This design comes from an exercise in tuning for small area, a short achievable clock period and few clock cycles per item on the open sky130 flow, not from production work.
In this exercise RTL edits were held to simulation tests only and were not proved equivalent to the original.
Power and IR drop assume default switching activity.

**design/flow/config.mk**
```make
export PLATFORM = sky130hd
export DESIGN_NAME = mesh_duplicate_filter_relay_unit
export DESIGN_NICKNAME = mesh_duplicate_filter_relay_unit
export VERILOG_FILES = /design/flow/design.v
export SDC_FILE = /design/flow/constraint.sdc
export NUM_CORES = 4
export LEC_CHECK = 0
export ABC_AREA = 1
export CAP_MARGIN = 20
export CORE_MARGIN = 2
export CORE_UTILIZATION = 55
export CTS_BUF_LIST = sky130_fd_sc_hd__clkbuf_16
export CTS_CLUSTER_DIAMETER = 70
export CTS_CLUSTER_SIZE = 25
export HOLD_SLACK_MARGIN = 0
export SETUP_SLACK_MARGIN = 3.6
export SLEW_MARGIN = 20
export TNS_END_PERCENT = 5
```
**design/flow/constraint.sdc**
```tcl
create_clock -name core_clock -period 6.0 [get_ports {clk}]
set_input_delay 1.2000 -clock core_clock [delete_from_list [all_inputs] [get_ports {clk}]]
set_output_delay 1.2000 -clock core_clock [all_outputs]
set_load 0.01 [all_outputs]
```
**design/flow/design.v**
```verilog
package mdfr_pkg;
  localparam int unsigned MAC_W     = 48;
  localparam int unsigned ID_W      = 16;
  localparam int unsigned KIND_W    = 8;
  localparam int unsigned ACT_W     = 3;
  localparam int unsigned OCC_W     = 5;
  localparam int unsigned ENTRIES_D = 16;
  localparam logic [KIND_W-1:0] KIND_BCAST    = 8'd1;
  localparam logic [KIND_W-1:0] KIND_TARGETED = 8'd2;
  localparam logic [ACT_W-1:0] ACT_OWN      = 3'd0;
  localparam logic [ACT_W-1:0] ACT_DUP      = 3'd1;
  localparam logic [ACT_W-1:0] ACT_DELIVER  = 3'd2;
  localparam logic [ACT_W-1:0] ACT_BCAST    = 3'd3;
  localparam logic [ACT_W-1:0] ACT_TARGETED = 3'd4;
  localparam logic [ACT_W-1:0] ACT_PASS     = 3'd5;
endpackage
import mdfr_pkg::*;
module mdfr_store #(
  parameter int unsigned ENTRIES = mdfr_pkg::ENTRIES_D
) (
  input  logic                        clk,
  input  logic                        rst,
  input  logic [mdfr_pkg::MAC_W-1:0]  in_origin,
  input  logic [mdfr_pkg::ID_W-1:0]   in_id,
  input  logic                        cand,        
  output logic                        dup,         
  output logic                        ins,         
  output logic [ENTRIES-1:0]          live,        
  output logic [ENTRIES-1:0]          live_ins     
);
  logic [mdfr_pkg::MAC_W-1:0] s_origin [ENTRIES];
  logic [mdfr_pkg::ID_W-1:0]  s_id     [ENTRIES];
  logic [ENTRIES-1:0]         nz;
  logic [ENTRIES-1:0]         nz_ins;
  logic [mdfr_pkg::MAC_W-1:0] f_origin;    
  logic [mdfr_pkg::ID_W-1:0]  f_id;
  logic                       f_idnz;
  logic [ENTRIES-1:0]         hit_in;      
  logic                       hit_prev_in; 
  logic [ENTRIES-1:0]         hit_r;
  logic                       hit_prev_r;
  logic [ENTRIES-1:0]         moved;       
  logic [ENTRIES-1:0]         shen;
  logic [ENTRIES-1:0]         hit;
  always_comb begin
    for (int i = 0; i < ENTRIES; i++) begin
      hit_in[i] = (s_id[i] == in_id) && (s_origin[i] == in_origin);
    end
  end
  assign hit_prev_in = (f_id == in_id) && (f_origin == in_origin);
  always_ff @(posedge clk) begin
    f_origin   <= in_origin;
    f_id       <= in_id;
    f_idnz     <= (in_id != '0);
    hit_r      <= hit_in;
    hit_prev_r <= hit_prev_in;
    moved      <= shen;
  end
  always_comb begin
    hit[0] = live[0] && (moved[0] ? hit_prev_r : hit_r[0]);
    for (int i = 1; i < ENTRIES; i++) begin
      hit[i] = live[i] && (moved[i] ? hit_r[i-1] : hit_r[i]);
    end
  end
  assign dup = |hit;
  assign ins = cand && !dup;
  always_comb begin
    shen[0] = ins;
    for (int i = 1; i < ENTRIES; i++) begin
      shen[i] = ins && live[i-1];
    end
  end
  always_comb begin
    nz_ins[0] = f_idnz;
    for (int i = 1; i < ENTRIES; i++) begin
      nz_ins[i] = live[i-1] || nz[i];
    end
    live_ins[0] = nz_ins[0];
    for (int i = 1; i < ENTRIES; i++) begin
      live_ins[i] = live_ins[i-1] && nz_ins[i];
    end
  end
  always_ff @(posedge clk) begin
    if (shen[0]) begin
      s_origin[0] <= f_origin;
      s_id[0]     <= f_id;
    end
    for (int i = 1; i < ENTRIES; i++) begin
      if (shen[i]) begin
        s_origin[i] <= s_origin[i-1];
        s_id[i]     <= s_id[i-1];
      end
    end
  end
  always_ff @(posedge clk) begin
    if (rst) begin
      nz   <= '0;
      live <= '0;
    end else if (ins) begin
      nz   <= nz_ins;
      live <= live_ins;
    end
  end
endmodule
import mdfr_pkg::*;
module mdfr_ctrl #(
  parameter int unsigned W = 8
) (
  input  logic         clk,
  input  logic         rst,
  input  logic         take,        
  input  logic         push,
  input  logic [W-1:0] push_data,
  output logic         in_ready,
  output logic         out_valid,
  input  logic         out_ready,
  output logic [W-1:0] out_data
);
  logic [W-1:0] q1, q2;
  logic [1:0]   fc;         
  logic [1:0]   cnt;        
  logic         pop;
  logic [1:0]   fc_pop, fc_next;
  logic [2:0]   cnt_next;
  assign pop      = out_valid && out_ready;
  assign fc_pop   = fc - {1'b0, pop};
  assign fc_next  = fc_pop + {1'b0, push};
  assign cnt_next = {1'b0, cnt} + {2'b0, take} - {2'b0, pop};
  always_ff @(posedge clk) begin
    if (rst) begin
      fc        <= '0;
      cnt       <= '0;
      out_valid <= 1'b0;
      in_ready  <= 1'b1;
    end else begin
      fc        <= fc_next;
      cnt       <= cnt_next[1:0];
      out_valid <= (fc_next != 2'd0);
      in_ready  <= (cnt_next <= 3'd2);
    end
  end
  always_ff @(posedge clk) begin
    if (push && fc_pop == 2'd0) out_data <= push_data;
    else if (pop)               out_data <= q1;
    if (push && fc_pop == 2'd1) q1 <= push_data;
    else if (pop)               q1 <= q2;
    if (push && fc_pop == 2'd2) q2 <= push_data;
  end
endmodule
import mdfr_pkg::*;
module mesh_duplicate_filter_relay_unit #(
  parameter int unsigned ENTRIES = mdfr_pkg::ENTRIES_D
) (
  input  logic                        clk,
  input  logic                        rst,
  input  logic                        cfg_we,
  input  logic [mdfr_pkg::MAC_W-1:0]  cfg_wdata,    
  input  logic                        s_tvalid,
  output logic                        s_tready,
  input  logic [159:0]                s_tdata,      
  input  logic [7:0]                  s_tuser,      
  output logic                        m_tvalid,
  input  logic                        m_tready,
  output logic [7:0]                  m_tdata,      
  output logic [2:0]                  m_tuser       
);
  logic [MAC_W-1:0]   self_mac;
  logic               take;
  logic               v2;          
  logic               cand2;       
  logic               own2;
  logic [ACT_W-1:0]   act_new2;    
  logic [ACT_W-1:0]   act_new_in;
  logic               own_in;
  logic               dup, ins;
  logic [ENTRIES-1:0] live, live_ins;
  logic [OCC_W-1:0]   occ;
  logic [ACT_W-1:0]   act;
  logic [7:0]         out_data;
  assign take   = s_tvalid && s_tready;
  assign own_in = (s_tdata[47:0] == self_mac);
  always_comb begin
    if (s_tdata[95:48] == self_mac)          act_new_in = ACT_DELIVER;
    else if (s_tuser == KIND_BCAST)          act_new_in = ACT_BCAST;
    else if (s_tuser == KIND_TARGETED)       act_new_in = ACT_TARGETED;
    else                                     act_new_in = ACT_PASS;
  end
  always_ff @(posedge clk) begin
    if (rst) begin
      self_mac <= '0;
      v2       <= 1'b0;
      cand2    <= 1'b0;
    end else begin
      if (cfg_we) self_mac <= cfg_wdata;
      v2    <= take;
      cand2 <= take && !own_in;
    end
  end
  always_ff @(posedge clk) begin
    own2     <= own_in;
    act_new2 <= act_new_in;
  end
  mdfr_store #(.ENTRIES(ENTRIES)) u_store (
    .clk       (clk),
    .rst       (rst),
    .in_origin (s_tdata[47:0]),
    .in_id     (s_tdata[111:96]),
    .cand      (cand2),
    .dup       (dup),
    .ins       (ins),
    .live      (live),
    .live_ins  (live_ins)
  );
  logic [OCC_W-1:0] occ_old, occ_new;
  always_comb begin
    occ_old = '0;
    occ_new = '0;
    for (int i = 0; i < ENTRIES - 1; i++) begin
      if (live[i] && !live[i+1])         occ_old = OCC_W'(i + 1);
      if (live_ins[i] && !live_ins[i+1]) occ_new = OCC_W'(i + 1);
    end
    if (live[ENTRIES-1])     occ_old = OCC_W'(ENTRIES);
    if (live_ins[ENTRIES-1]) occ_new = OCC_W'(ENTRIES);
  end
  assign occ     = ins ? occ_new : occ_old;
  assign act     = own2 ? ACT_OWN : (dup ? ACT_DUP : act_new2);
  mdfr_ctrl #(.W(8)) u_ctrl (
    .clk       (clk),
    .rst       (rst),
    .take      (take),
    .push      (v2),
    .push_data ({act, occ}),
    .in_ready  (s_tready),
    .out_valid (m_tvalid),
    .out_ready (m_tready),
    .out_data  (out_data)
  );
  assign m_tuser = out_data[7:5];
  assign m_tdata = {3'b000, out_data[4:0]};
endmodule
```
**design/flow/flow/run.sh**
```bash
#!/bin/bash
# Standard ORFS layout with two changes: port buffers are the smallest plain buffer (the
# resizer still upsizes where timing needs it) and clock tree synthesis adds no dummy loads.
set -euo pipefail
export BUFFER_PORTS_ARGS="-buffer_cell sky130_fd_sc_hd__buf_1"
export CTS_ARGS="-sink_clustering_enable -repair_clock_nets -sink_clustering_size 25 -sink_clustering_max_diameter 70 -buf_list sky130_fd_sc_hd__clkbuf_16 -dont_use_dummy_load"
bash standard.sh finish > flow.log 2>&1
```
**design/flow/standard.sh**
```bash
#!/bin/bash
# synth_recipe.tcl (not shown) runs the flow's synth.tcl, then flattens the netlist and writes it again
# the make line also repeats each setting of config.mk as NAME=value (left out here)
make -C /OpenROAD-flow-scripts/flow DESIGN_CONFIG=/design/flow/config.mk WORK_HOME=/design/flow/orfs CLKGATE_MAP_FILE= SYNTH_SCRIPT=/design/flow/synth_recipe.tcl "${@:-finish}"
```
==> results of run 1 <==
==> synthesized netlist by cell type, types with 17 or more instances <==
| cell type | count | share of area [%] |
|---|---|---|
| nand2_1 | 389 | 2.8 |
| clkbuf_1 | 66 | 0.48 |
| o2111ai_1 | 90 | 1.5 |
| edfxtp_1 | 1048 | 60 |
| o21ai_0 | 69 | 0.66 |
| or2_2 | 160 | 1.9 |
| nand3_1 | 30 | 0.29 |
| nand4_1 | 243 | 2.9 |
| nor3_1 | 39 | 0.37 |
| inv_1 | 102 | 0.73 |
| dfxtp_1 | 189 | 7.3 |
| a21oi_1 | 33 | 0.32 |
| nor2_1 | 185 | 1.3 |
| o21a_1 | 17 | 0.24 |
| buf_2 | 100 | 0.96 |
| o21ai_1 | 20 | 0.19 |
| xor2_1 | 69 | 1.2 |
| nor4_1 | 79 | 0.95 |
| xnor2_1 | 845 | 14 |
==> through the flow <==
step                hold WS (ns)  utilization [%]  area (um2)  instances  worst slack (ns)
floorplan                  0.423                -       52400       3863              3.37
global placement           0.431             58.1       54400       5199              1.90
detailed placement         0.435             58.1       54400       5199              1.96
CTS                        0.429             61.0       57100       5328              3.21
global route               0.443             62.3       58300       5373              3.40
finish                     0.434             62.3       58300       5373              3.42
==> worst paths after layout <==
| kind | start | end | cells past startpoint |
|---|---|---|---|
| max reg2reg | u_store.live[9] | u_store.s_id[2][6] | 13 |
| min | u_store.s_origin[6][38] | u_store.s_origin[7][38] | 0 |
| min reg2reg | u_store.s_origin[6][38] | u_store.s_origin[7][38] | 0 |
| max | s_tdata[106] | u_store.hit_r[15] | 7 |
==> area by class of cell <==
type,instances,area share [%]
antenna,1,0.00429
clock buffer,68,2.92
tap,1254,2.69
timing repair inverter,13,0.157
sequential,1237,60.5
timing repair buffer,332,4.34
multi-input combinational,2348,28.5
inverter,120,0.957
==> logic make-up after synthesis <==
family          Yosys count
compound gates          256
xor+xnor                914
other cells               1
fa+ha+maj                 5
buf+inv                 290
simple gates           1158
flops                  1237
==> timing repair <==
item / in CTS / in global routing
resized for setup: 123 / 192
cloned: 21 / 11
setup buffers: 40 / 33
pin swaps: 15 / 18
endpoints found under the setup margin: 1115 / 1058
==> per-layer routing <==
metal / vias up / wire, um
met5: - / 0
met4: 0 / 6590
met3: 216 / 8510
met2: 1075 / 66700
met1: 15400 / 57400
li1: 14200 / -
==> report_power, final <==
| group | internal, W | total (W) | leakage (nW) | switching [W] |
|---|---|---|---|---|
| clock network | 0.00203 | 0.00463 | 0.838 | 0.00260 |
| registers | 0.00962 | 0.00983 | 11.0 | 0.000216 |
| logic | 0.000700 | 0.00188 | 6.48 | 0.00118 |
| total | 0.0123 | 0.0163 | 18.4 | 0.00400 |
==> sequential cells by signal, indices dropped and copies added, names as in the netlist, 3 cells and up <==
name	flops
u_store.live	15
u_store.moved	16
self_mac	48
u_ctrl.out_data	8
u_ctrl.q1	8
u_store.s_id	256
u_store.nz	16
act_new2	3
u_store.s_origin	768
u_store.f_origin	48
u_store.f_id	16
u_ctrl.q2	8
u_store.hit_r	16
==> flow_summary.yaml, run 1 <==
clock_tree:
  cts-root-buf: "clkbuf_16"
  htreeDepth: 3
  clk_pin_slew_ns: 0.09
  cts_tree: "built"
  ctsHoldBuffers: 0
  cts_buffers: 68
  clk_path_buf_depth: 3
  clk_latency_ns: 0.66
  cts.sinks: 1237
global_route:
  globalRouteMet1Util_pct: 37.4
  busiest_layer: "met2"
  globalRouteTotalUtil_pct: 28.0
  grtUsageMet2_pct: 47.2
  grt_max_degree: 73
  grt_pass1_vias: 31000
  gr-total-overflow: 0
  antenna_found_initial: 4
  grt_pass1_wl_um: 200000
  use_met3_pct: 2.88
hold_path:
  hp-class: "flop to flop"
timing:
  tns_ns: 0
  tightest_slew_ns: 1.02
  fin_skew_ns: 0.0612
  rsz0062_at_grt: "yes"
  period_needed_ns: 2.58
  drv_slew: 0
  hold_violations: 0
  max_freq_ghz: 0.388
  fin_crit_sh_pct: 42.9
  slew_headroom_pct: 31.4
  setup_viol: 0
synthesis:
  synth-xor-area-share_pct: 15.4
  async_reset_ff_share_pct: 0
  syn_area_per_cell_um2: 13.5
  synth-main-ff-cell: "edfxtp_1"
  synthCells: 3861
  synth-compound-area-share_pct: 3.32
  ys_ff_latch: 1237
  synth_cell_types: 50
  netlist_area_um2: 52100
  synth_edf_count: 1048
  yosys.area_share.simple_pct: 11.2
  muxShareOfSynthArea_pct: 0
  synth_seq_area_share_pct: 67.6
  synth_adder_area_share_pct: 0.134
  synth-warning-count: 5
  synth_top_family_by_area: "XOR/XNOR gates"
run_status:
  outcome: "complete, no violations"
die:
  rows: 112
  die_w_um: 312
  start_util_pct: 55.7
  fp.dieH_um: 312
  dieArea_um2: 97300
  core_area_um2: 93600
  num_io_pins: 234
flow_run:
  cap_violations: 0
placement:
  io_buffers: 182
  hpwl_um: 99600
  place_congestion: 0.902
pwr:
  total_power_w: 0.0163
  p_per_area_nw_per_um2: 280
  p_leak_nw: 18.4
  vdd_drop_max_v: 0.000197
cells_and_area:
  layout_common_cells: "1048 x edfxtp_1, 827 x xnor2_1, 386 x nand2_1"
  multi_input_area_um2: 16600
  nets: 4346
  drive_above_1_share_pct: 15.0
  regArea_um2: 35300
  fillers: 7287
  areaGrowthSynthToFinish_pct: 11.8
  final_common_cell: "edfxtp_1"
setup_path:
  path_cells: "buf_1 -> buf_6 -> xnor2_1 -> nand4_1 -> nor4_1 -> nand2_1 -> nor2_1"
  slowest_stage: "xnor2_1"
  critPathTopFamily: "simple AND/OR/NAND/NOR gates"
  endpoint_kind: "flop"
  r2r_slack_ns: 3.51
  worst-path-buf-inv: 2
  crit_type: "input pin to flop"
  crit_path_max_fanout: 11
  start_kind: "input pin"
  required_ns: 6.58
  crit_path_max_incr_delay_ns: 0.57
  cp_data_arrival_time_ns: 3.15
route:
  drt_wl_total_um: 139000
  ant_nets: 0
  first_pass_iters: 6
  num_vias: 30900
  drt_iter0_markers: 2999
  drc: 0
  vias_per_cell: 5.74
  wl_per_cell_um: 25.9
Testbench counts, summed over its fixed seeds: cycles 3,216, items 3,200.
==> run 2: changes to the inputs <==
--- a/design/flow/config.mk
+++ b/design/flow/config.mk
@@ -5,7 +5,7 @@
 export SDC_FILE = /design/flow/constraint.sdc
 export NUM_CORES = 4
 export LEC_CHECK = 0
-export ABC_AREA = 1
+export ABC_CLOCK_PERIOD_IN_PS = 2400
 export CAP_MARGIN = 20
 export CORE_MARGIN = 2
 export CORE_UTILIZATION = 55
==> flow_summary.yaml, run 2 <==
run_status:
  outcome: "complete, no violations"
global_route:
  antenna_found_initial: 0
  grt_pass1_vias: 28400
  grt_pass1_wl_um: 207000
  globalRouteTotalUtil_pct: 31.5
  gr-total-overflow: 0
  grt_max_degree: 87
synthesis:
  synth-main-ff-cell: "edfxtp_1"
  syn_area_per_cell_um2: 15.2
  synth.most_common_cell: "xor2_1"
  synthTopCellsByArea: "edfxtp_1 61%, xor2_1 20%, dfxtp_1 7.4%"
  synth_top_cells_by_count: "1186 x xor2_1, 1048 x edfxtp_1, 323 x nor4_1"
  synth_top_cell_area_share_pct: 61.5
  synth_seq_area_share_pct: 68.8
  synthCells: 3364
  synth-warning-count: 5
  synth_cell_types: 58
  netlist_area_um2: 51200
  synth_edf_count: 1048
  synth_area_leader_cell: "edfxtp_1"
  ys_ff_latch: 1237
  async_reset_ff_share_pct: 0
cells_and_area:
  final_common_cell: "xor2_1"
  fin_util_pct: 62.6
  reg.largest.list: "u_store.s_origin (768), u_store.s_id (256)"
  largest_reg_flops: 768
  nets: 3807
  drive_above_1_share_pct: 12.0
  areaGrowthSynthToFinish_pct: 12.3
  layout_common_cells: "1180 x xor2_1, 1048 x edfxtp_1, 223 x nor4_1"
  postLayoutCellArea_um2: 57500
  regMostFlops: "u_store.s_origin"
route:
  num_vias: 27700
  wl_per_cell_um: 31.6
  drt_iter0_markers: 2400
  drt_wl_total_um: 152000
  drc: 0
  vias_per_cell: 5.74
  first_pass_iters: 5
  ant_nets: 0
clock_tree:
  htreeDepth: 3
  clk_latency_ns: 0.65
  clk_path_buf_depth: 3
  cts-root-buf: "clkbuf_16"
  cts_buffers: 66
  cts.sinks: 1237
  ctsHoldBuffers: 0
  cts_tree: "built"
  clk_pin_slew_ns: 0.10
pwr:
  p_per_area_nw_per_um2: 269
  vdd_drop_max_v: 0.000249
  total_power_w: 0.0154
  p_leak_nw: 19.9
setup_path:
  r2r_slack_ns: 3.37
  endpoint_kind: "flop"
  crit_type: "input pin to flop"
  start_kind: "input pin"
  cp_data_arrival_time_ns: 3.17
  crit_path_max_incr_delay_ns: 0.60
  slowest_stage: "nor4_2"
  path_cells: "clkbuf_4 -> buf_6 -> xor2_1 -> nor4_2 -> nand4_1 -> nor4_4"
  crit_path_max_fanout: 10
  required_ns: 6.50
die:
  core_area_um2: 91900
  die_w_um: 309
  rows: 111
  fp.dieH_um: 309
  num_io_pins: 234
  dieArea_um2: 95600
  start_util_pct: 55.7
timing:
  fin_crit_sh_pct: 44.6
  tightest_slew_ns: 1.00
  hold_violations: 0
  slew_headroom_pct: 32.8
  tns_ns: 0
  max_freq_ghz: 0.374
  drv_slew: 0
  fin_hold_ws_ns: 0.430
  fin_skew_ns: 0.0676
  setup_viol: 0
  rsz0062_at_grt: "yes"
  period_needed_ns: 2.67
placement:
  io_buffers: 182
  place_area_um2: 53600
  hpwl_um: 115000
  place_congestion: 1.03
flow_run:
  cap_violations: 0
hold_path:
  hp-class: "flop to flop"
run 2: logic make-up (layout without fill, tap and decap cells):
family | Yosys count | count (layout) | share of synthesized area, %
xor gates and xnor gates | 1188 | 1188 | 20.3
other | 1 | 4 | 0.00732
muxes | 88 | 88 | 1.76
buffers and inverters | 194 | 392 | 1.48
and+or+nand+nor | 584 | 599 | 6.53
adders and majority gates | 5 | 5 | 0.137
AOI/OAI and AO/OA | 67 | 67 | 0.921
DFF | 1237 | 1237 | 68.8
run 2: stage by stage:
step | setup slack [ns] | cells
floorplan | 2.26 | 3366
global placement | 1.52 | 4700
detailed placement | 1.79 | 4700
CTS | 3.39 | 4790
global route | 3.31 | 4822
finish | 3.33 | 4823
run 2: final timing paths:
check	start	endpoint	depth (start not counted)
max	s_tdata[100]	u_store.hit_r[15]	6
min	u_store.s_id[0][13]	u_store.s_id[1][13]	0
max reg2reg	u_store.moved[0]	u_ctrl.out_data[2]	8
min reg2reg	u_store.s_id[0][13]	u_store.s_id[1][13]	0
run 2: area by class of cell:
cell class                      instances  area, um2
Sequential cell                      1237      35300
Inverter                               28        105
Antenna cell                            1       2.50
Timing Repair Buffer                  298       2450
Tap cell                             1243       1560
Multi-Input combinational cell       1950      16500
Fill cell                            6887      34400
Clock buffer                           66       1650
run 2: report_power, final:
group          internal, W  leakage, nW  switching (W)
logic             0.000484         8.10       0.000935
clock network      0.00197        0.813        0.00258
registers          0.00937         11.0       0.000108
run 2: per-layer routing:
| metal | vias up | global-route usage, % | part of all wire, % |
|---|---|---|---|
| met5 | - | 0 | 0 |
| met4 | 0 | 21.3 | 8.3 |
| met3 | 294 | 3.27 | 3.7 |
| met2 | 899 | 58.1 | 52 |
| met1 | 13900 | 34.2 | 35 |
| li1 | 12600 | - | - |
run 2: timing repair:
action                                   CTS  global route
pin swaps                                 52            16
setup buffers                             12            23
resized for setup                        288            78
endpoints found under the setup margin  1125          1102
cloned                                    12             9
run 2: worst max-delay path, delay by kind of cell:
family                    cells  cell delay [ns]
and+or+nand+nor               3             1.27
buffers and inverters         2             0.48
xor gates and xnor gates      1             0.19
==> run 3: changes to the inputs <==
--- a/design/flow/config.mk
+++ b/design/flow/config.mk
@@ -5,7 +5,7 @@
 export SDC_FILE = /design/flow/constraint.sdc
 export NUM_CORES = 4
 export LEC_CHECK = 0
-export ABC_CLOCK_PERIOD_IN_PS = 2400
+export ABC_CLOCK_PERIOD_IN_PS = 2200
 export CAP_MARGIN = 20
 export CORE_MARGIN = 2
 export CORE_UTILIZATION = 55
@@ -13,6 +13,6 @@
 export CTS_CLUSTER_DIAMETER = 70
 export CTS_CLUSTER_SIZE = 25
 export HOLD_SLACK_MARGIN = 0
-export SETUP_SLACK_MARGIN = 3.6
+export SETUP_SLACK_MARGIN = 3.8
 export SLEW_MARGIN = 20
 export TNS_END_PERCENT = 5
==> flow_summary.yaml, run 3 <==
timing:
  period_needed_ns: 2.69
  rsz0062_at_grt: "yes"
  setup_viol: 0
  tns_ns: 0
  max_freq_ghz: 0.371
  fin_skew_ns: 0.0711
  fin_crit_sh_pct: 44.9
  fin_hold_ws_ns: 0.428
  drv_slew: 0
  hold_violations: 0
  tightest_slew_ns: 1.01
  slew_headroom_pct: 32.4
cells_and_area:
  regMostFlops: "u_store.s_origin"
  fillers: 6753
  layout_common_cells: "1169 x xor2_1, 1048 x edfxtp_1, 221 x nor4_1"
  fin_util_pct: 63.8
  largest_reg_flops: 768
  multi_input_area_um2: 16700
  reg.largest.list: "u_store.s_origin (768), u_store.s_id (256)"
  layoutNonFillerInstCount: 4871
  areaGrowthSynthToFinish_pct: 14.5
  regArea_um2: 35300
  final_common_cell: "xor2_1"
  drive_above_1_share_pct: 13.7
  nets: 3855
die:
  fp.dieH_um: 309
  rows: 111
  core_area_um2: 91900
  die_w_um: 309
  dieArea_um2: 95600
  num_io_pins: 234
  start_util_pct: 55.7
route:
  first_pass_iters: 7
  num_vias: 28100
  drt_iter0_markers: 2619
  ant_nets: 0
  drc: 0
  wl_per_cell_um: 32.2
  drt_wl_total_um: 157000
  vias_per_cell: 5.76
global_route:
  antenna_found_initial: 0
  gr-total-overflow: 0
  globalRouteTotalUtil_pct: 32.2
  grt_pass1_wl_um: 211000
  grt_max_degree: 87
  grt_pass1_vias: 28800
flow_run:
  cap_violations: 0
setup_path:
  cp_data_arrival_time_ns: 3.18
  required_ns: 6.48
  worst-path-buf-inv: 2
  critPathTopFamily: "simple AND/OR/NAND/NOR gates"
  crit_type: "input pin to flop"
  endpoint_kind: "flop"
  slowest_stage: "nor4_2"
  crit_path_max_fanout: 10
  r2r_start: "u_store.moved[12]"
  r2r_slack_ns: 3.44
  crit_path_max_incr_delay_ns: 0.51
  path_cells: "clkbuf_4 -> buf_6 -> xor2_1 -> nor4_2 -> nand4_1 -> nor4_4"
  reg2reg_to: "u_ctrl.out_data[2]"
  start_kind: "input pin"
  r2r_cells: 8
synthesis:
  synth_top_cell_area_share_pct: 61.5
  synth_top_family_by_area: "XOR/XNOR gates"
  synth_area_leader_cell: "edfxtp_1"
  synth_seq_area_share_pct: 68.8
  muxShareOfSynthArea_pct: 1.76
  netlist_area_um2: 51200
  synthTopCellsByArea: "edfxtp_1 61%, xor2_1 20%, dfxtp_1 7.4%"
  ys_ff_latch: 1237
  syn_area_per_cell_um2: 15.2
  synth-compound-area-share_pct: 0.921
  synth_top_cells_by_count: "1186 x xor2_1, 1048 x edfxtp_1, 323 x nor4_1"
  synth-warning-count: 5
  synth-xor-area-share_pct: 20.3
  synthCells: 3364
  yosys.area_share.simple_pct: 6.53
  synth.most_common_cell: "xor2_1"
  synth-main-ff-cell: "edfxtp_1"
  synth_adder_area_share_pct: 0.137
  synth_edf_count: 1048
  synth_cell_types: 58
  async_reset_ff_share_pct: 0
placement:
  place_congestion: 1.03
  hpwl_um: 115000
  place_inst: 4700
  io_buffers: 182
pwr:
  p_leak_nw: 20.4
  p_per_area_nw_per_um2: 265
  vdd_drop_max_v: 0.000220
  clkPwrFrac_pct: 29.3
  pwr-share-seq_pct: 61.0
  total_power_w: 0.0155
  combPwrFrac_pct: 9.7
  internal_power_w: 0.0119
  swShare_pct: 23.5
  power.switching_w: 0.00365
clock_tree:
  htreeDepth: 3
  clk_path_buf_depth: 3
  cts-root-buf: "clkbuf_16"
  clk_pin_slew_ns: 0.10
  cts_tree: "built"
  cts.sinks: 1237
  clk_latency_ns: 0.65
  cts_buffers: 66
hold_path:
  hp-start: "u_store.s_origin[7][14]"
  whs_endpoint: "u_store.s_origin[8][14]"
  hp-class: "flop to flop"
  min_path_cells: 0
run_status:
  outcome: "complete, no violations"
-- run 3: worst max-delay path by stage --
stage,from,endpoint,slack [ns],cells past startpoint
floorplan,u_store.moved[9],u_store.s_id[7][0],2.26,4
CTS,u_store.moved[1],u_store.s_origin[0][11],3.39,7
finish,s_tdata[45],u_store.hit_r[14],3.31,6
global placement,s_tdata[110],u_store.hit_r[1],1.52,6
global route,u_store.moved[2],u_store.s_origin[14][47],3.38,8
detailed placement,s_tdata[18],u_store.hit_prev_r,1.79,6
-- run 3: per-layer routing --
metal	global-route usage (%)	vias to the layer above	part of all wire [%]
met5	0	-	0
met4	22.1	0	8.4
met3	3.27	315	3.9
met2	58.3	960	52
met1	35.8	14100	35
li1	-	12600	-
-- run 3: cells by family (layout without fill, tap and decap cells) --
group                      after synthesis  count (layout)
muxes                                   88              88
DFF                                   1237            1237
other                                    1               4
adders and majority gates                5               5
AOI/OAI and AO/OA                       67              67
xor gates and xnor gates              1188            1188
buffers and inverters                  194             438
and+or+nand+nor                        584             601
-- run 3: area by class of cell --
type,instances,share of cell area [%]
clock buffer,66,2.82
tap,1243,2.65
inverter,28,0.179
antenna,1,0.00427
multi-input combinational,1952,28.4
sequential,1237,60.2
timing repair buffer,344,5.75
-- run 3: power by group through the flow --
stage,registers [W],logic [W],clock network [W]
finish,0.00948,0.00151,0.00455
CTS,0.00948,0.00143,0.00458
global placement,0.00967,0.00120,0
floorplan,0.00965,0.000723,0
global route,0.00950,0.00158,0.00487
detailed placement,0.00967,0.00122,0
-- run 3: timing repair --
item	4_1_cts	5_1_grt
hold buffers	0	0
pin swaps	72	9
resized for setup	389	49
setup endpoints to repair	1150	1152
cloned	17	17
buffers inserted	46	24
endpoints found under the hold margin	0	0
-- run 3: through the flow --
stage,setup WS [ns],cell area [um2]
detailed placement,1.79,53600
global placement,1.52,53600
global route,3.38,58600
CTS,3.39,58000
finish,3.31,58600
floorplan,2.26,51400
-- run 3: worst register-to-register path, stage by stage (launching register included) --
cell,delay [ns]
dfxtp_1,0.34
mux2i_1,0.35
o22a_1,0.26
nand4_4,0.17
nor3_4,0.22
buf_8,0.17
buf_16,0.17
mux2_4,0.36
mux2_4,0.27
==> run 4: changes to the inputs <==
--- a/design/flow/config.mk
+++ b/design/flow/config.mk
@@ -5,7 +5,7 @@
 export SDC_FILE = /design/flow/constraint.sdc
 export NUM_CORES = 4
 export LEC_CHECK = 0
-export ABC_CLOCK_PERIOD_IN_PS = 2200
+export ABC_AREA = 1
 export CAP_MARGIN = 20
 export CORE_MARGIN = 2
 export CORE_UTILIZATION = 55
==> flow_summary.yaml, run 4 <==
hold_path:
  hp-start: "u_store.s_origin[6][38]"
  hp-class: "flop to flop"
  min_path_cells: 0
  whs_endpoint: "u_store.s_origin[7][38]"
global_route:
  globalRouteTotalUtil_pct: 29.1
  grt_max_degree: 73
  use_met3_pct: 2.98
  globalRouteMet1Util_pct: 39.0
  grtUsageMet2_pct: 48.7
  antenna_found_initial: 4
  busiest_layer: "met2"
  grt_pass1_vias: 31600
  grt_pass1_wl_um: 206000
  gr-total-overflow: 0
synthesis:
  synth_adder_area_share_pct: 0.134
  synth_seq_area_share_pct: 67.6
  ys_ff_latch: 1237
  yosys.area_share.simple_pct: 11.2
  synth-xor-area-share_pct: 15.4
  synth-warning-count: 5
  synth.most_common_cell: "edfxtp_1"
  synth_top_cell_area_share_pct: 60.4
  syn_area_per_cell_um2: 13.5
  netlist_area_um2: 52100
  async_reset_ff_share_pct: 0
  synth_edf_count: 1048
  synth_cell_types: 50
  synthCells: 3861
  muxShareOfSynthArea_pct: 0
  synth_top_family_by_area: "XOR/XNOR gates"
  synthTopCellsByArea: "edfxtp_1 60%, xnor2_1 14%, dfxtp_1 7.3%"
  synth-compound-area-share_pct: 3.32
  synth_area_leader_cell: "edfxtp_1"
  synth-main-ff-cell: "edfxtp_1"
  synth_top_cells_by_count: "1048 x edfxtp_1, 845 x xnor2_1, 389 x nand2_1"
die:
  num_io_pins: 234
  fp.dieH_um: 312
  core_area_um2: 93600
  start_util_pct: 55.7
  die_w_um: 312
  rows: 112
  dieArea_um2: 97300
route:
  ant_nets: 0
  wl_per_cell_um: 26.8
  drt_wl_total_um: 147000
  vias_per_cell: 5.80
  num_vias: 31800
  drc: 0
  drt_iter0_markers: 3222
  first_pass_iters: 7
timing:
  slew_headroom_pct: 28.7
  rsz0062_at_grt: "yes"
  drv_slew: 0
  layout_setup_ws_ns: 3.50
  tightest_slew_ns: 1.06
  fin_hold_ws_ns: 0.436
  hold_violations: 0
  period_needed_ns: 2.50
  tns_ns: 0
  setup_viol: 0
  fin_crit_sh_pct: 41.7
  fin_skew_ns: 0.0611
  max_freq_ghz: 0.399
clock_tree:
  htreeDepth: 3
  clk_pin_slew_ns: 0.09
  cts_buffers: 68
  cts_tree: "built"
  clk_path_buf_depth: 3
  cts-root-buf: "clkbuf_16"
  clk_latency_ns: 0.66
  cts.sinks: 1237
setup_path:
  reg2reg_to: "u_store.s_origin[1][11]"
  cp_data_arrival_time_ns: 3.04
  r2r_slack_ns: 3.61
  r2r_start: "u_store.hit_r[0]"
  r2r_cells: 14
  start_kind: "input pin"
  crit_type: "input pin to flop"
  required_ns: 6.54
  endpoint_kind: "flop"
  crit_path_max_fanout: 18
cells_and_area:
  drive_above_1_share_pct: 17.6
  final_common_cell: "edfxtp_1"
  regMostFlops: "u_store.s_origin"
  reg.largest.list: "u_store.s_origin (768), u_store.s_id (256)"
  fillers: 7087
  antenna_cells: 0
  nets: 4451
  postLayoutCellArea_um2: 60300
  layout_common_cells: "1048 x edfxtp_1, 824 x xnor2_1, 385 x nand2_1"
  areaGrowthSynthToFinish_pct: 15.7
  largest_reg_flops: 768
placement:
  place_area_um2: 54400
  place_congestion: 0.902
  hpwl_um: 99600
  io_buffers: 182
  dpl_worst_slack_ns: 1.96
pwr:
  vdd_drop_max_v: 0.000200
  total_power_w: 0.0165
  p_per_area_nw_per_um2: 274
  p_leak_nw: 19.3
run_status:
  outcome: "complete, no violations"
flow_run:
  cap_violations: 0
run 4: power breakdown:
part | leakage, nW | internal (W) | switching [W]
clock | 0.838 | 0.00203 | 0.00260
combinational | 7.41 | 0.000829 | 0.00126
sequential | 11.0 | 0.00962 | 0.000217
run 4: how the worst max path moves through the flow:
stage / endpoint / slack [ns] / startpoint / cells after the start
global route: u_store.s_origin[1][26] / 3.51 / u_store.hit_r[4] / 14
global placement: act_new2[2] / 1.90 / s_tdata[77] / 8
finish: u_store.hit_r[1] / 3.50 / s_tdata[42] / 7
detailed placement: u_store.hit_r[2] / 1.96 / s_tdata[37] / 7
CTS: u_store.hit_r[5] / 3.52 / s_tdata[38] / 8
floorplan: u_store.s_id[11][0] / 3.37 / u_store.live[7] / 10
run 4: area by class of cell:
cell class | count | area [um2] | share of cell area (%)
timing repair buffer | 438 | 4410 | 7.32
clock buffer | 68 | 1700 | 2.82
multi-input combinational | 2348 | 16700 | 27.6
inverter | 120 | 578 | 0.959
tap | 1254 | 1570 | 2.60
timing repair inverter | 12 | 92.6 | 0.154
sequential | 1237 | 35300 | 58.5
run 4: cell families (layout without fill, tap and decap cells):
kind of cell	Yosys count	count (layout)
simple gates	1158	1170
other cells	1	3
compound gates	256	256
xor+xnor	914	914
buf+inv	290	638
fa+ha+maj	5	5
flops	1237	1237
run 4: metal layers:
metal,wire [um],vias up
li1,-,14400
met1,59300,15900
met2,70500,1197
met3,9430,267
met4,7410,0
met5,0,-
run 4: critical path: stages:
cell and delay, ns:
clkbuf_2 0.29, buf_12 0.24, xnor2_1 0.15, nand4_1 0.17, nor4_4 0.50, nand2_1 0.17
nor2_2 0.30
run 4: through the flow:
stage | util [%] | std cells
after global routing | 64.4 | 5477
after floorplan | - | 3863
after CTS | 62.8 | 5406
after global placement | 58.1 | 5199
final | 64.4 | 5477
after detailed placement | 58.1 | 5199
run 4: what timing repair did:
item	in CTS	in global routing
gates cloned	33	27
buffers inserted	106	44
hold buffers	0	0
pin swaps	33	27
gates resized for setup	292	160
setup endpoints to repair	1129	1166
==> run 5: changes to the inputs <==
--- a/design/flow/config.mk
+++ b/design/flow/config.mk
@@ -13,6 +13,6 @@
 export CTS_CLUSTER_DIAMETER = 70
 export CTS_CLUSTER_SIZE = 25
 export HOLD_SLACK_MARGIN = 0
-export SETUP_SLACK_MARGIN = 3.8
+export SETUP_SLACK_MARGIN = 4.2
 export SLEW_MARGIN = 20
 export TNS_END_PERCENT = 5
==> flow_summary.yaml, run 5 <==
pwr:
  swShare_pct: 24.7
  vdd_drop_max_v: 0.000199
  p_leak_nw: 19.5
  pwr-share-seq_pct: 59.3
  p_per_area_nw_per_um2: 272
  internal_power_w: 0.0125
  clkPwrFrac_pct: 28.0
  total_power_w: 0.0166
  power.switching_w: 0.00410
  combPwrFrac_pct: 12.8
cells_and_area:
  areaGrowthSynthToFinish_pct: 16.8
  nets: 4473
  layout_common_cells: "1048 x edfxtp_1, 820 x xnor2_1, 383 x nand2_1"
  regMostFlops: "u_store.s_origin"
  fillers: 6974
  regArea_um2: 35300
  drive_above_1_share_pct: 18.5
  final_common_cell: "edfxtp_1"
  fin_util_pct: 65.1
  reg.largest.list: "u_store.s_origin (768), u_store.s_id (256)"
  largest_reg_flops: 768
  multi_input_area_um2: 16800
  antenna_cells: 0
  postLayoutCellArea_um2: 60900
clock_tree:
  clk_latency_ns: 0.66
  cts-root-buf: "clkbuf_16"
  cts_buffers: 68
  htreeDepth: 3
  clk_path_buf_depth: 3
  cts_tree: "built"
  clk_pin_slew_ns: 0.09
  cts.sinks: 1237
  ctsHoldBuffers: 0
setup_path:
  r2r_slack_ns: 3.64
  crit_path_max_incr_delay_ns: 0.42
  slowest_stage: "nor4_2"
  required_ns: 6.58
  endpoint_kind: "flop"
  crit_top_cell: "buf_4"
  crit_path_max_fanout: 6
  start_kind: "input pin"
  path_cells: "buf_4 -> buf_12 -> buf_4 -> xnor2_2 -> nand4_1 -> nor4_2 -> nand2_1 -> nor2_1"
  cp_data_arrival_time_ns: 3.02
  crit_type: "input pin to flop"
  reg2reg_to: "u_store.s_origin[1][11]"
  r2r_start: "u_store.hit_r[4]"
  r2r_cells: 13
synthesis:
  synth.most_common_cell: "edfxtp_1"
  ys_ff_latch: 1237
  synth_top_cell_area_share_pct: 60.4
  synth-warning-count: 5
  synth-main-ff-cell: "edfxtp_1"
  syn_area_per_cell_um2: 13.5
  synth_seq_area_share_pct: 67.6
  synth_top_cells_by_count: "1048 x edfxtp_1, 845 x xnor2_1, 389 x nand2_1"
  async_reset_ff_share_pct: 0
  synthTopCellsByArea: "edfxtp_1 60%, xnor2_1 14%, dfxtp_1 7.3%"
  synth_cell_types: 50
  synth_area_leader_cell: "edfxtp_1"
  synth_edf_count: 1048
  synthCells: 3861
  netlist_area_um2: 52100
timing:
  layout_setup_ws_ns: 3.56
  tightest_slew_ns: 1.10
  drv_slew: 0
  period_needed_ns: 2.44
  tns_ns: 0
  slew_headroom_pct: 26.1
  setup_viol: 0
  fin_crit_sh_pct: 40.7
  hold_violations: 0
  max_freq_ghz: 0.410
  fin_skew_ns: 0.0587
  rsz0062_at_grt: "yes"
global_route:
  globalRouteTotalUtil_pct: 29.6
  antenna_found_initial: 3
  grt_max_degree: 73
  busiest_layer: "met2"
  use_met3_pct: 3.35
  grt_pass1_vias: 31800
  gr-total-overflow: 0
  grt_pass1_wl_um: 209000
  globalRouteMet1Util_pct: 39.6
  grtUsageMet2_pct: 48.9
die:
  core_area_um2: 93600
  num_io_pins: 234
  rows: 112
  fp.dieH_um: 312
  start_util_pct: 55.7
  dieArea_um2: 97300
  die_w_um: 312
route:
  first_pass_iters: 6
  wl_per_cell_um: 26.9
  num_vias: 32000
  vias_per_cell: 5.82
  ant_nets: 0
  drt_wl_total_um: 148000
  drc: 0
  drt_iter0_markers: 3053
hold_path:
  min_path_cells: 0
  hp-class: "flop to flop"
  whs_endpoint: "u_store.s_origin[7][38]"
  hp-start: "u_store.s_origin[6][38]"
placement:
  hpwl_um: 99600
  place_congestion: 0.902
  place_area_um2: 54400
  dpl_worst_slack_ns: 1.96
  io_buffers: 182
flow_run:
  cap_violations: 0
run_status:
  outcome: "complete, no violations"
-- run 5: cell types whose count changed in the layout (fill, tap and decap cells not counted), moves of 5 or more --
cell / delta
buf_6: +5
nor4_2: +7
buf_12: +15
nor4_1: -9
buf_16: +7
-- run 5: kinds of logic after synthesis --
group           synth area share, %
compound gates                 3.32
xor+xnor                       15.4
fa+ha+maj                     0.134
buf+inv                        2.36
flops                          67.6
other cells                 0.00719
simple gates                   11.2
-- run 5: metrics by stage --
stage	cells	hold WS (ns)
6_report	5499	0.436
2_1_floorplan	3863	0.423
3_3_place_gp	5199	0.431
3_5_place_dp	5199	0.435
4_1_cts	5425	0.429
5_1_grt	5499	0.443
-- run 5: metal layers --
metal  part of all wire [%]  routed length (um)
met5                      0                   0
met4                    5.4                7940
met3                    6.7                9960
met2                     48               70500
met1                     40               59600
-- run 5: how the worst max path moves through the flow --
stage | start | end | slack [ns]
final | s_tdata[106] | u_store.hit_r[15] | 3.56
after global routing | s_tdata[9] | cand2 | 3.60
after CTS | u_ctrl.out_data[1] | m_tdata[1] | 3.61
after detailed placement | s_tdata[37] | u_store.hit_r[2] | 1.96
after global placement | s_tdata[77] | act_new2[2] | 1.90
after floorplan | u_store.live[7] | u_store.s_id[11][0] | 3.37
-- run 5: worst max-delay path: cells and delay by family --
kind                   cells  cell delay [ns]
buffers and inverters      3             0.45
AND/OR/NAND/NOR            4             0.97
XOR/XNOR                   1             0.38
-- run 5: power groups by stage --
stage / registers, W / logic (W) / clock network [W]
final: 0.00983 / 0.00212 / 0.00464
after global routing: 0.00986 / 0.00226 / 0.00499
after CTS: 0.00983 / 0.00196 / 0.00468
after detailed placement: 0.0100 / 0.00165 / 0
after global placement: 0.0100 / 0.00161 / 0
after floorplan: 0.00996 / 0.00115 / 0
-- run 5: layout make-up --
| cell class | count | area share (%) |
|---|---|---|
| Sequential cell | 1237 | 57.9 |
| Multi-Input combinational cell | 2348 | 27.6 |
| Timing Repair Buffer | 458 | 7.97 |
| Clock buffer | 68 | 2.79 |
| Tap cell | 1254 | 2.58 |
| Inverter | 120 | 0.953 |
| Timing Repair inverter | 14 | 0.170 |
-- run 5: repair_timing --
action | in CTS | in global routing
pin swaps | 38 | 43
buffers inserted | 117 | 51
resized for setup | 320 | 207
cloned | 41 | 23
setup endpoints to repair | 1202 | 1206
==> run 6: changes to the inputs <==
--- a/design/flow/config.mk
+++ b/design/flow/config.mk
@@ -13,6 +13,6 @@
 export CTS_CLUSTER_DIAMETER = 70
 export CTS_CLUSTER_SIZE = 25
 export HOLD_SLACK_MARGIN = 0
-export SETUP_SLACK_MARGIN = 4.2
+export SETUP_SLACK_MARGIN = 4.0
 export SLEW_MARGIN = 20
 export TNS_END_PERCENT = 5
==> flow_summary.yaml, run 6 <==
clock_tree:
  cts.sinks: 1237
  cts_buffers: 68
  clk_pin_slew_ns: 0.09
  cts_tree: "built"
  clk_latency_ns: 0.66
  clk_path_buf_depth: 3
  htreeDepth: 3
  ctsHoldBuffers: 0
  cts-root-buf: "clkbuf_16"
timing:
  period_needed_ns: 2.44
  fin_hold_ws_ns: 0.436
  max_freq_ghz: 0.410
  fin_crit_sh_pct: 40.7
  tns_ns: 0
  rsz0062_at_grt: "yes"
  setup_viol: 0
  hold_violations: 0
  layout_setup_ws_ns: 3.56
  fin_skew_ns: 0.0587
  tightest_slew_ns: 1.10
  drv_slew: 0
  slew_headroom_pct: 26.1
placement:
  place_congestion: 0.902
  dpl_worst_slack_ns: 1.96
  hpwl_um: 99600
  io_buffers: 182
synthesis:
  synth-main-ff-cell: "edfxtp_1"
  synth-warning-count: 5
  synth_top_cells_by_count: "1048 x edfxtp_1, 845 x xnor2_1, 389 x nand2_1"
  syn_area_per_cell_um2: 13.5
  synth_cell_types: 50
  synth_edf_count: 1048
  synthTopCellsByArea: "edfxtp_1 60%, xnor2_1 14%, dfxtp_1 7.3%"
  synth_area_leader_cell: "edfxtp_1"
  synth_top_cell_area_share_pct: 60.4
  netlist_area_um2: 52100
  ys_ff_latch: 1237
  async_reset_ff_share_pct: 0
  synthCells: 3861
  synth.most_common_cell: "edfxtp_1"
  synth_seq_area_share_pct: 67.6
cells_and_area:
  fin_util_pct: 65.1
  regArea_um2: 35300
  reg.largest.list: "u_store.s_origin (768), u_store.s_id (256)"
  multi_input_area_um2: 16800
  drive_above_1_share_pct: 18.5
  layout_common_cells: "1048 x edfxtp_1, 820 x xnor2_1, 383 x nand2_1"
  fillers: 6974
  regMostFlops: "u_store.s_origin"
  nets: 4473
  areaGrowthSynthToFinish_pct: 16.8
  antenna_cells: 0
  largest_reg_flops: 768
  final_common_cell: "edfxtp_1"
setup_path:
  slowest_stage: "nor4_2"
  critPathTopFamily: "simple AND/OR/NAND/NOR gates"
  reg2reg_to: "u_store.s_origin[1][11]"
  r2r_start: "u_store.hit_r[4]"
  crit_top_cell: "buf_4"
  cp_data_arrival_time_ns: 3.02
  r2r_cells: 13
  worst-path-buf-inv: 3
  crit_path_max_incr_delay_ns: 0.42
  crit_path_max_fanout: 6
  r2r_slack_ns: 3.64
  start_kind: "input pin"
  required_ns: 6.58
  crit_type: "input pin to flop"
  endpoint_kind: "flop"
  path_cells: "buf_4 -> buf_12 -> buf_4 -> xnor2_2 -> nand4_1 -> nor4_2 -> nand2_1 -> nor2_1"
pwr:
  p_per_area_nw_per_um2: 272
  p_leak_nw: 19.5
  total_power_w: 0.0166
  vdd_drop_max_v: 0.000199
die:
  rows: 112
  core_area_um2: 93600
  start_util_pct: 55.7
  num_io_pins: 234
  die_w_um: 312
  fp.dieH_um: 312
  dieArea_um2: 97300
route:
  vias_per_cell: 5.82
  ant_nets: 0
  drc: 0
  first_pass_iters: 6
  drt_iter0_markers: 3053
  num_vias: 32000
  drt_wl_total_um: 148000
  wl_per_cell_um: 26.9
run_status:
  outcome: "complete, no violations"
global_route:
  gr-total-overflow: 0
  grt_max_degree: 73
  antenna_found_initial: 3
  grt_pass1_wl_um: 209000
  globalRouteTotalUtil_pct: 29.6
  grt_pass1_vias: 31800
hold_path:
  hp-class: "flop to flop"
  whs_endpoint: "u_store.s_origin[7][38]"
  hp-start: "u_store.s_origin[6][38]"
  min_path_cells: 0
flow_run:
  cap_violations: 0
==> run 6: cell counts in the layout (fill, tap and decap cells not counted) <==
No cell type changed its count.
==> run 6: cells by family (layout without fill, tap and decap cells) <==
group | count (synthesis) | after routing | synth area share [%]
xor+xnor | 914 | 914 | 15.4
compound gates | 256 | 256 | 3.32
fa+ha+maj | 5 | 5 | 0.134
other cells | 1 | 3 | 0.00719
simple gates | 1158 | 1170 | 11.2
buf+inv | 290 | 660 | 2.36
flops | 1237 | 1237 | 67.6
==> run 6: power breakdown <==
part	internal [W]	switching [W]	total, W	leakage (nW)
clock	0.00203	0.00261	0.00464	0.838
combinational	0.000847	0.00127	0.00212	7.65
sequential	0.00962	0.000218	0.00983	11.0
==> run 6: worst register-to-register path: stages, from the launching register on <==
cell and delay, ns:
dfxtp_4 0.37, inv_2 0.08, a21oi_2 0.06, o21ai_1 0.09, o21ai_1 0.10, nor2_1 0.11, nand2_1 0.12, nor2_4 0.18
buf_12 0.12, nand2_8 0.05, buf_16 0.20, nor2_4 0.15, buf_12 0.20, clkbuf_16 0.24
==> run 6: layout make-up <==
class,instances,share of cell area [%]
repair buffers,458,7.97
clock buffers,68,2.79
well taps,1254,2.58
multi-input cells,2348,27.6
flip-flops and latches,1237,57.9
repair inverters,14,0.170
inverters,120,0.953
==> run 6: routing by layer <==
layer,share of wire (%),GRT usage (%),up-vias
met5,0,0,-
met4,5.4,13.3,0
met3,6.7,3.35,286
met2,48,48.9,1268
met1,40,39.6,16000
li1,-,-,14400
==> run 6: stage by stage <==
step / instances / area, um2
after global placement: 5199 / 54400
final: 5499 / 60900
after floorplan: 3863 / 52400
after global routing: 5499 / 60900
after detailed placement: 5199 / 54400
after CTS: 5425 / 59200
==> run 6: how the worst max path moves through the flow <==
stage / cells after the start / end / slack [ns] / startpoint
detailed placement: 7 / u_store.hit_r[2] / 1.96 / s_tdata[37]
CTS: 1 / m_tdata[1] / 3.61 / u_ctrl.out_data[1]
global placement: 8 / act_new2[2] / 1.90 / s_tdata[77]
finish: 8 / u_store.hit_r[15] / 3.56 / s_tdata[106]
global route: 10 / cand2 / 3.60 / s_tdata[9]
floorplan: 10 / u_store.s_id[11][0] / 3.37 / u_store.live[7]
==> run 6: what timing repair did <==
item	CTS	global route
setup buffers	117	51
gates cloned	41	23
pin swaps	38	43
gates resized for setup	320	207
setup endpoints to repair	1195	1201
==> run 7: changes to the inputs <==
--- a/design/flow/config.mk
+++ b/design/flow/config.mk
@@ -15,4 +15,4 @@
 export HOLD_SLACK_MARGIN = 0
 export SETUP_SLACK_MARGIN = 4.0
 export SLEW_MARGIN = 20
-export TNS_END_PERCENT = 5
+export TNS_END_PERCENT = 1
==> flow_summary.yaml, run 7 <==
hold_path:
  hp-class: "flop to flop"
setup_path:
  crit_type: "input pin to flop"
  r2r_slack_ns: 3.64
  r2r_cells: 13
  path_cells: "buf_1 -> inv_1 -> clkbuf_8 -> nand2_1 -> o211ai_1 -> nor4_2 -> nand4_1 -> nor2_4"
  critPathTopFamily: "simple AND/OR/NAND/NOR gates"
  cp_data_arrival_time_ns: 3.03
  critPathCapture: "u_store.hit_r[2]"
  crit_path_max_incr_delay_ns: 0.37
  worst-path-buf-inv: 3
  startpoint: "s_tdata[3]"
  start_kind: "input pin"
  endpoint_kind: "flop"
  r2r_start: "u_store.hit_r[6]"
  reg2reg_to: "u_store.s_origin[4][11]"
  cp.depth: 8
  crit_path_max_fanout: 34
  slowest_stage: "nand4_1"
  required_ns: 6.56
global_route:
  grt_pass1_wl_um: 203000
  globalRouteTotalUtil_pct: 28.8
  antenna_found_initial: 10
  grt_max_degree: 72
  grt_pass1_vias: 30900
  gr-total-overflow: 0
placement:
  hpwl_um: 100000
  place_area_um2: 54400
  io_buffers: 182
  place_inst: 5196
  dpl_worst_slack_ns: 2.00
  place_congestion: 0.902
die:
  die_w_um: 312
  start_util_pct: 55.7
  core_area_um2: 93600
  num_io_pins: 234
  fp.dieH_um: 312
  rows: 112
  dieArea_um2: 97300
synthesis:
  synthCells: 3861
  netlist_area_um2: 52100
  synth.most_common_cell: "edfxtp_1"
  synth-warning-count: 5
  synth_top_cells_by_count: "1048 x edfxtp_1, 845 x xnor2_1, 389 x nand2_1"
  synth-main-ff-cell: "edfxtp_1"
  synth_area_leader_cell: "edfxtp_1"
  ys_ff_latch: 1237
  syn_area_per_cell_um2: 13.5
  synth_cell_types: 50
  synthTopCellsByArea: "edfxtp_1 60%, xnor2_1 14%, dfxtp_1 7.3%"
  synth_seq_area_share_pct: 67.6
  async_reset_ff_share_pct: 0
  synth_top_cell_area_share_pct: 60.4
  synth_edf_count: 1048
timing:
  tightest_slew_ns: 0.953
  setup_viol: 0
  rsz0062_at_grt: "yes"
  tns_ns: 0
  slew_headroom_pct: 36.5
  layout_setup_ws_ns: 3.52
  hold_violations: 0
  period_needed_ns: 2.48
  fin_crit_sh_pct: 41.3
  max_freq_ghz: 0.404
  drv_slew: 0
  fin_skew_ns: 0.0519
clock_tree:
  clk_latency_ns: 0.66
  ctsHoldBuffers: 0
  clk_path_buf_depth: 3
  cts-root-buf: "clkbuf_16"
  cts_buffers: 69
  htreeDepth: 3
  cts_tree: "built"
  cts.sinks: 1237
  clk_pin_slew_ns: 0.10
pwr:
  combPwrFrac_pct: 12.4
  p_leak_nw: 19.2
  swShare_pct: 24.6
  total_power_w: 0.0166
  internal_power_w: 0.0125
  power.switching_w: 0.00408
  p_per_area_nw_per_um2: 275
  pwr-share-seq_pct: 59.4
  clkPwrFrac_pct: 28.2
  vdd_drop_max_v: 0.000194
cells_and_area:
  areaGrowthSynthToFinish_pct: 15.5
  multi_input_area_um2: 16800
  largest_reg_flops: 768
  fillers: 7078
  layout_common_cells: "1048 x edfxtp_1, 817 x xnor2_1, 379 x nand2_1"
  final_common_cell: "edfxtp_1"
  regArea_um2: 35300
  drive_above_1_share_pct: 17.4
  layoutNonFillerInstCount: 5459
  reg.largest.list: "u_store.s_origin (768), u_store.s_id (256)"
  postLayoutCellArea_um2: 60200
  nets: 4427
  regMostFlops: "u_store.s_origin"
route:
  drc: 0
  wl_per_cell_um: 27.0
  drt_wl_total_um: 147000
  first_pass_iters: 6
  ant_nets: 0
  vias_per_cell: 5.82
  num_vias: 31800
  drt_iter0_markers: 3359
run_status:
  outcome: "complete, no violations"
flow_run:
  cap_violations: 0
[run 7: cell count changes in the layout (fill, tap and decap cells not counted), sizes merged]
cell,previous run,this run
inv,103,105
diode,0,6
clkinv,2,3
clkbuf,112,107
clkinvlp,29,25
bufbuf,3,0
buf,411,374
[run 7: worst min-delay path by stage]
stage                                     from                 endpoint  slack, ns  cells after the start
final                      u_store.s_id[0][13]      u_store.s_id[1][13]       0.44                      0
after global routing      u_store.f_origin[30]  u_store.s_origin[0][30]       0.44                      0
after CTS                 u_store.f_origin[30]  u_store.s_origin[0][30]       0.44                      0
after detailed placement       u_store.f_id[0]       u_store.s_id[0][0]       0.44                      0
after global placement    u_store.f_origin[44]  u_store.s_origin[0][44]       0.43                      0
after floorplan               u_store.f_id[15]      u_store.s_id[0][15]       0.42                      0
[run 7: timing repair]
item	4_1_cts	5_1_grt
endpoints found under the setup margin	1196	1182
pin swaps	40	61
setup buffers	75	63
cloned	29	21
resized for setup	265	261
[run 7: power by group through the flow]
stage	Combinational [W]	Clock, W	Sequential (W)
6_report	0.00206	0.00468	0.00984
5_1_grt	0.00221	0.00502	0.00987
4_1_cts	0.00186	0.00473	0.00983
3_5_place_dp	0.00164	0	0.0100
3_3_place_gp	0.00160	0	0.0100
2_1_floorplan	0.00115	0	0.00996
[run 7: through the flow]
step,util [%],hold slack [ns]
floorplan,-,0.423
finish,64.4,0.439
global route,64.4,0.444
CTS,62.3,0.439
global placement,58.1,0.432
detailed placement,58.1,0.437
[run 7: logic make-up after synthesis]
| kind of cell | share of synthesized area, % |
|---|---|
| AO/OA/AOI/OAI | 3.32 |
| XOR/XNOR | 15.4 |
| adder cells (fa/ha/maj) | 0.134 |
| buffers and inverters | 2.36 |
| flip-flops | 67.6 |
| other | 0.00719 |
| AND/OR/NAND/NOR | 11.2 |
[run 7: area by class of cell]
class / count / area share, %
Timing Repair inverter: 13 / 0.168
Multi-Input combinational cell: 2348 / 27.9
Tap cell: 1254 / 2.60
Sequential cell: 1237 / 58.5
Antenna cell: 6 / 0.0249
Clock buffer: 69 / 2.87
Inverter: 120 / 0.955
Timing Repair Buffer: 412 / 6.92
[run 7: layer usage]
layer | routed length (um) | vias up | GRT usage [%]
met5 | 23 | - | 0
met4 | 6900 | 4 | 11.9
met2 | 70700 | 1291 | 48.2
met3 | 10300 | 269 | 3.38
met1 | 59300 | 15800 | 38.4
li1 | - | 14400 | -
==> run 8: changes to the inputs <==
--- a/design/flow/config.mk
+++ b/design/flow/config.mk
@@ -15,4 +15,4 @@
 export HOLD_SLACK_MARGIN = 0
 export SETUP_SLACK_MARGIN = 4.0
 export SLEW_MARGIN = 20
-export TNS_END_PERCENT = 1
+export TNS_END_PERCENT = 0
==> flow_summary.yaml, run 8 <==
route:
  wl_met1_um: 58900
  ant_nets: 0
  wl_per_cell_um: 26.9
  drc: 0
  topRoutingLayerUsed: "met5"
  drt_iter0_markers: 3157
  drt_wl_total_um: 145000
  num_vias: 31600
  first_pass_iters: 5
  met2WireLength_um: 69900
  dr_wl_met3_um: 10100
  vias_per_cell: 5.83
timing:
  setup_viol: 0
  drv_slew: 0
  tns_ns: 0
  rsz0062_at_grt: "yes"
  tightest_slew_ns: 0.914
  max_freq_ghz: 0.406
  slew_headroom_pct: 39.1
  fin_crit_sh_pct: 41.1
  period_needed_ns: 2.46
  fin_skew_ns: 0.0547
  hold_violations: 0
die:
  num_io_pins: 234
  die_w_um: 312
  start_util_pct: 55.7
  dieArea_um2: 97300
  rows: 112
  core_area_um2: 93600
  fp.dieH_um: 312
synthesis:
  syn_area_per_cell_um2: 13.5
  synth_top_cells_by_count: "1048 x edfxtp_1, 845 x xnor2_1, 389 x nand2_1"
  netlist_area_um2: 52100
  synthCells: 3861
  synth_edf_count: 1048
  synth-warning-count: 5
  synthTopCellsByArea: "edfxtp_1 60%, xnor2_1 14%, dfxtp_1 7.3%"
  ys_ff_latch: 1237
  synth-main-ff-cell: "edfxtp_1"
  synth_top_cell_area_share_pct: 60.4
  synth_seq_area_share_pct: 67.6
  synth_area_leader_cell: "edfxtp_1"
  synth_cell_types: 50
  async_reset_ff_share_pct: 0
  synth.most_common_cell: "edfxtp_1"
global_route:
  grt_max_degree: 72
  globalRouteTotalUtil_pct: 28.7
  gr-total-overflow: 0
  grt_pass1_wl_um: 203000
  antenna_found_initial: 5
  grt_pass1_vias: 31100
setup_path:
  worst-path-buf-inv: 2
  crit_path_max_incr_delay_ns: 0.40
  start_kind: "input pin"
  path_cells: "clkbuf_8 -> inv_1 -> or2_2 -> o2111ai_2 -> nor4_4 -> nand4_1 -> nor2_4"
  required_ns: 6.56
  critPathTopFamily: "simple AND/OR/NAND/NOR gates"
  crit_type: "input pin to flop"
  cp_data_arrival_time_ns: 3.03
  endpoint_kind: "flop"
  r2r_slack_ns: 3.72
  crit_path_max_fanout: 19
  slowest_stage: "nor4_4"
clock_tree:
  cts-root-buf: "clkbuf_16"
  cts.sinks: 1237
  clk_pin_slew_ns: 0.09
  clk_latency_ns: 0.65
  clk_path_buf_depth: 3
  htreeDepth: 3
  ctsHoldBuffers: 0
  cts_buffers: 68
  cts_tree: "built"
cells_and_area:
  postLayoutCellArea_um2: 59000
  drive_above_1_share_pct: 15.3
  largest_reg_flops: 768
  regMostFlops: "u_store.s_origin"
  fillers: 7123
  final_common_cell: "edfxtp_1"
  nets: 4379
  layout_common_cells: "1048 x edfxtp_1, 825 x xnor2_1, 385 x nand2_1"
  areaGrowthSynthToFinish_pct: 13.1
  multi_input_area_um2: 16600
  regArea_um2: 35300
  reg.largest.list: "u_store.s_origin (768), u_store.s_id (256)"
  fin_util_pct: 63.0
placement:
  hpwl_um: 100000
  place_congestion: 0.905
  place_area_um2: 54400
  io_buffers: 182
pwr:
  vdd_drop_max_v: 0.000227
  p_per_area_nw_per_um2: 279
  p_leak_nw: 18.7
hold_path:
  hp-class: "flop to flop"
run_status:
  outcome: "complete, no violations"
flow_run:
  cap_violations: 0
[run 8: cell counts after synthesis]
Identical to the previous run, type by type.
[run 8: routing by layer]
metal  GRT usage (%)  up-vias
li1                -    14300
met1            38.4    15900
met2            48.3     1192
met3            3.75      247
met4            10.3        4
met5               0        -
[run 8: logic make-up (layout without fill, tap and decap cells)]
| group | Yosys count | count (layout) | synth area share (%) |
|---|---|---|---|
| fa+ha+maj | 5 | 5 | 0.134 |
| buf+inv | 290 | 566 | 2.36 |
| compound gates | 256 | 256 | 3.32 |
| simple gates | 1158 | 1170 | 11.2 |
| xor+xnor | 914 | 914 | 15.4 |
| flops | 1237 | 1237 | 67.6 |
| other cells | 1 | 7 | 0.00719 |
[run 8: area by class of cell]
class	instances	share of cell area [%]
Antenna cell	4	0.0170
Timing Repair inverter	9	0.127
Timing Repair Buffer	369	5.50
Clock buffer	68	2.88
Inverter	120	0.950
Tap cell	1254	2.66
Sequential cell	1237	59.8
Multi-Input combinational cell	2348	28.1
[run 8: worst paths after layout]
kind	startpoint	to	depth (start not counted)
max	s_tdata[2]	u_store.hit_r[2]	7
min	u_store.s_origin[0][3]	u_store.s_origin[1][3]	0
max reg2reg	u_store.live[7]	u_store.s_id[5][10]	12
min reg2reg	u_store.s_origin[0][3]	u_store.s_origin[1][3]	0
[run 8: report_power, final]
part | internal, W | leakage, nW | switching [W]
sequential | 0.00962 | 11.0 | 0.000220
combinational | 0.000746 | 6.82 | 0.00122
clock | 0.00203 | 0.838 | 0.00260
total | 0.0124 | 18.7 | 0.00404
[run 8: through the flow]
step / total power [W] / setup WS (ns) / hold slack (ns) / instances
2_1_floorplan: 0.0111 / 3.37 / 0.423 / 3863
3_3_place_gp: 0.0116 / 1.84 / 0.433 / 5195
3_5_place_dp: 0.0117 / 1.98 / 0.436 / 5196
4_1_cts: 0.0164 / 3.59 / 0.439 / 5357
5_1_grt: 0.0170 / 3.55 / 0.450 / 5406
6_report: 0.0164 / 3.54 / 0.439 / 5409
[run 8: worst reg2reg max path, stage by stage (launching register included)]
cell and delay, ns:
dfxtp_2 0.34, inv_4 0.15, a21oi_1 0.06, o21ai_1 0.09
o21ai_1 0.09, nor2_1 0.14, nand2_1 0.12, nor2_4 0.12
buf_12 0.15, nand2_4 0.12, nor2_4 0.16, buf_12 0.15
buf_16 0.24
[run 8: repair_timing]
item                       in CTS  in global routing
pin swaps                      31                 26
cloned                         22                 15
resized for setup             234                 93
setup buffers                  71                 33
setup endpoints to repair    1193               1197

==> port drivers added, routing unchanged <==
In the flow no input, the clock included, has a driving cell. The finished layouts below were timed again as built, in two steps.
Step 1: set_driving_cell puts a clkbuf_16 on clk and a buf_2 on each other input, an assumption about the parent block.
Step 2 moves the port delays by t, midway between the first and last clock arrival at a register: inputs arrive t later, outputs are due t later. That takes back most of the time a late clock gives input paths.
Slacks: no drivers / after step 1 / after step 2; pairs: no drivers / after step 1.
run | t (ns) | slack for setup (ns) | hold WS [ns] | worst setup path after step 2 | worst register clock-pin slew, ns
run 1 | 0.701 | 3.425 / 3.468 / 2.767 | 0.434 / 0.434 / 0.434 | input to register | 0.10 / 0.10
run 2 | 0.689 | 3.326 / 3.373 / 2.684 | 0.430 / 0.430 / 0.430 | input to register | 0.10 / 0.10
run 3 | 0.688 | 3.307 / 3.342 / 2.654 | 0.428 / 0.428 / 0.428 | input to register | 0.10 / 0.10
run 4 | 0.703 | 3.496 / 3.536 / 2.833 | 0.436 / 0.436 / 0.436 | input to register | 0.10 / 0.10
run 5 | 0.703 | 3.561 / 3.588 / 2.903 | 0.436 / 0.436 / 0.436 | input to register | 0.10 / 0.10
run 6 | 0.703 | 3.561 / 3.588 / 2.903 | 0.436 / 0.436 / 0.436 | input to register | 0.10 / 0.10
run 7 | 0.707 | 3.525 / 3.572 / 2.865 | 0.439 / 0.439 / 0.439 | input to register | 0.11 / 0.11
run 8 | 0.692 | 3.536 / 3.556 / 2.864 | 0.439 / 0.439 / 0.439 | input to register | 0.10 / 0.10
After both steps setup and hold are still met in every run listed. For run 8, which loses most, drivers alone change the setup slack by +0.020 ns; drivers and shift together by -0.672 ns.
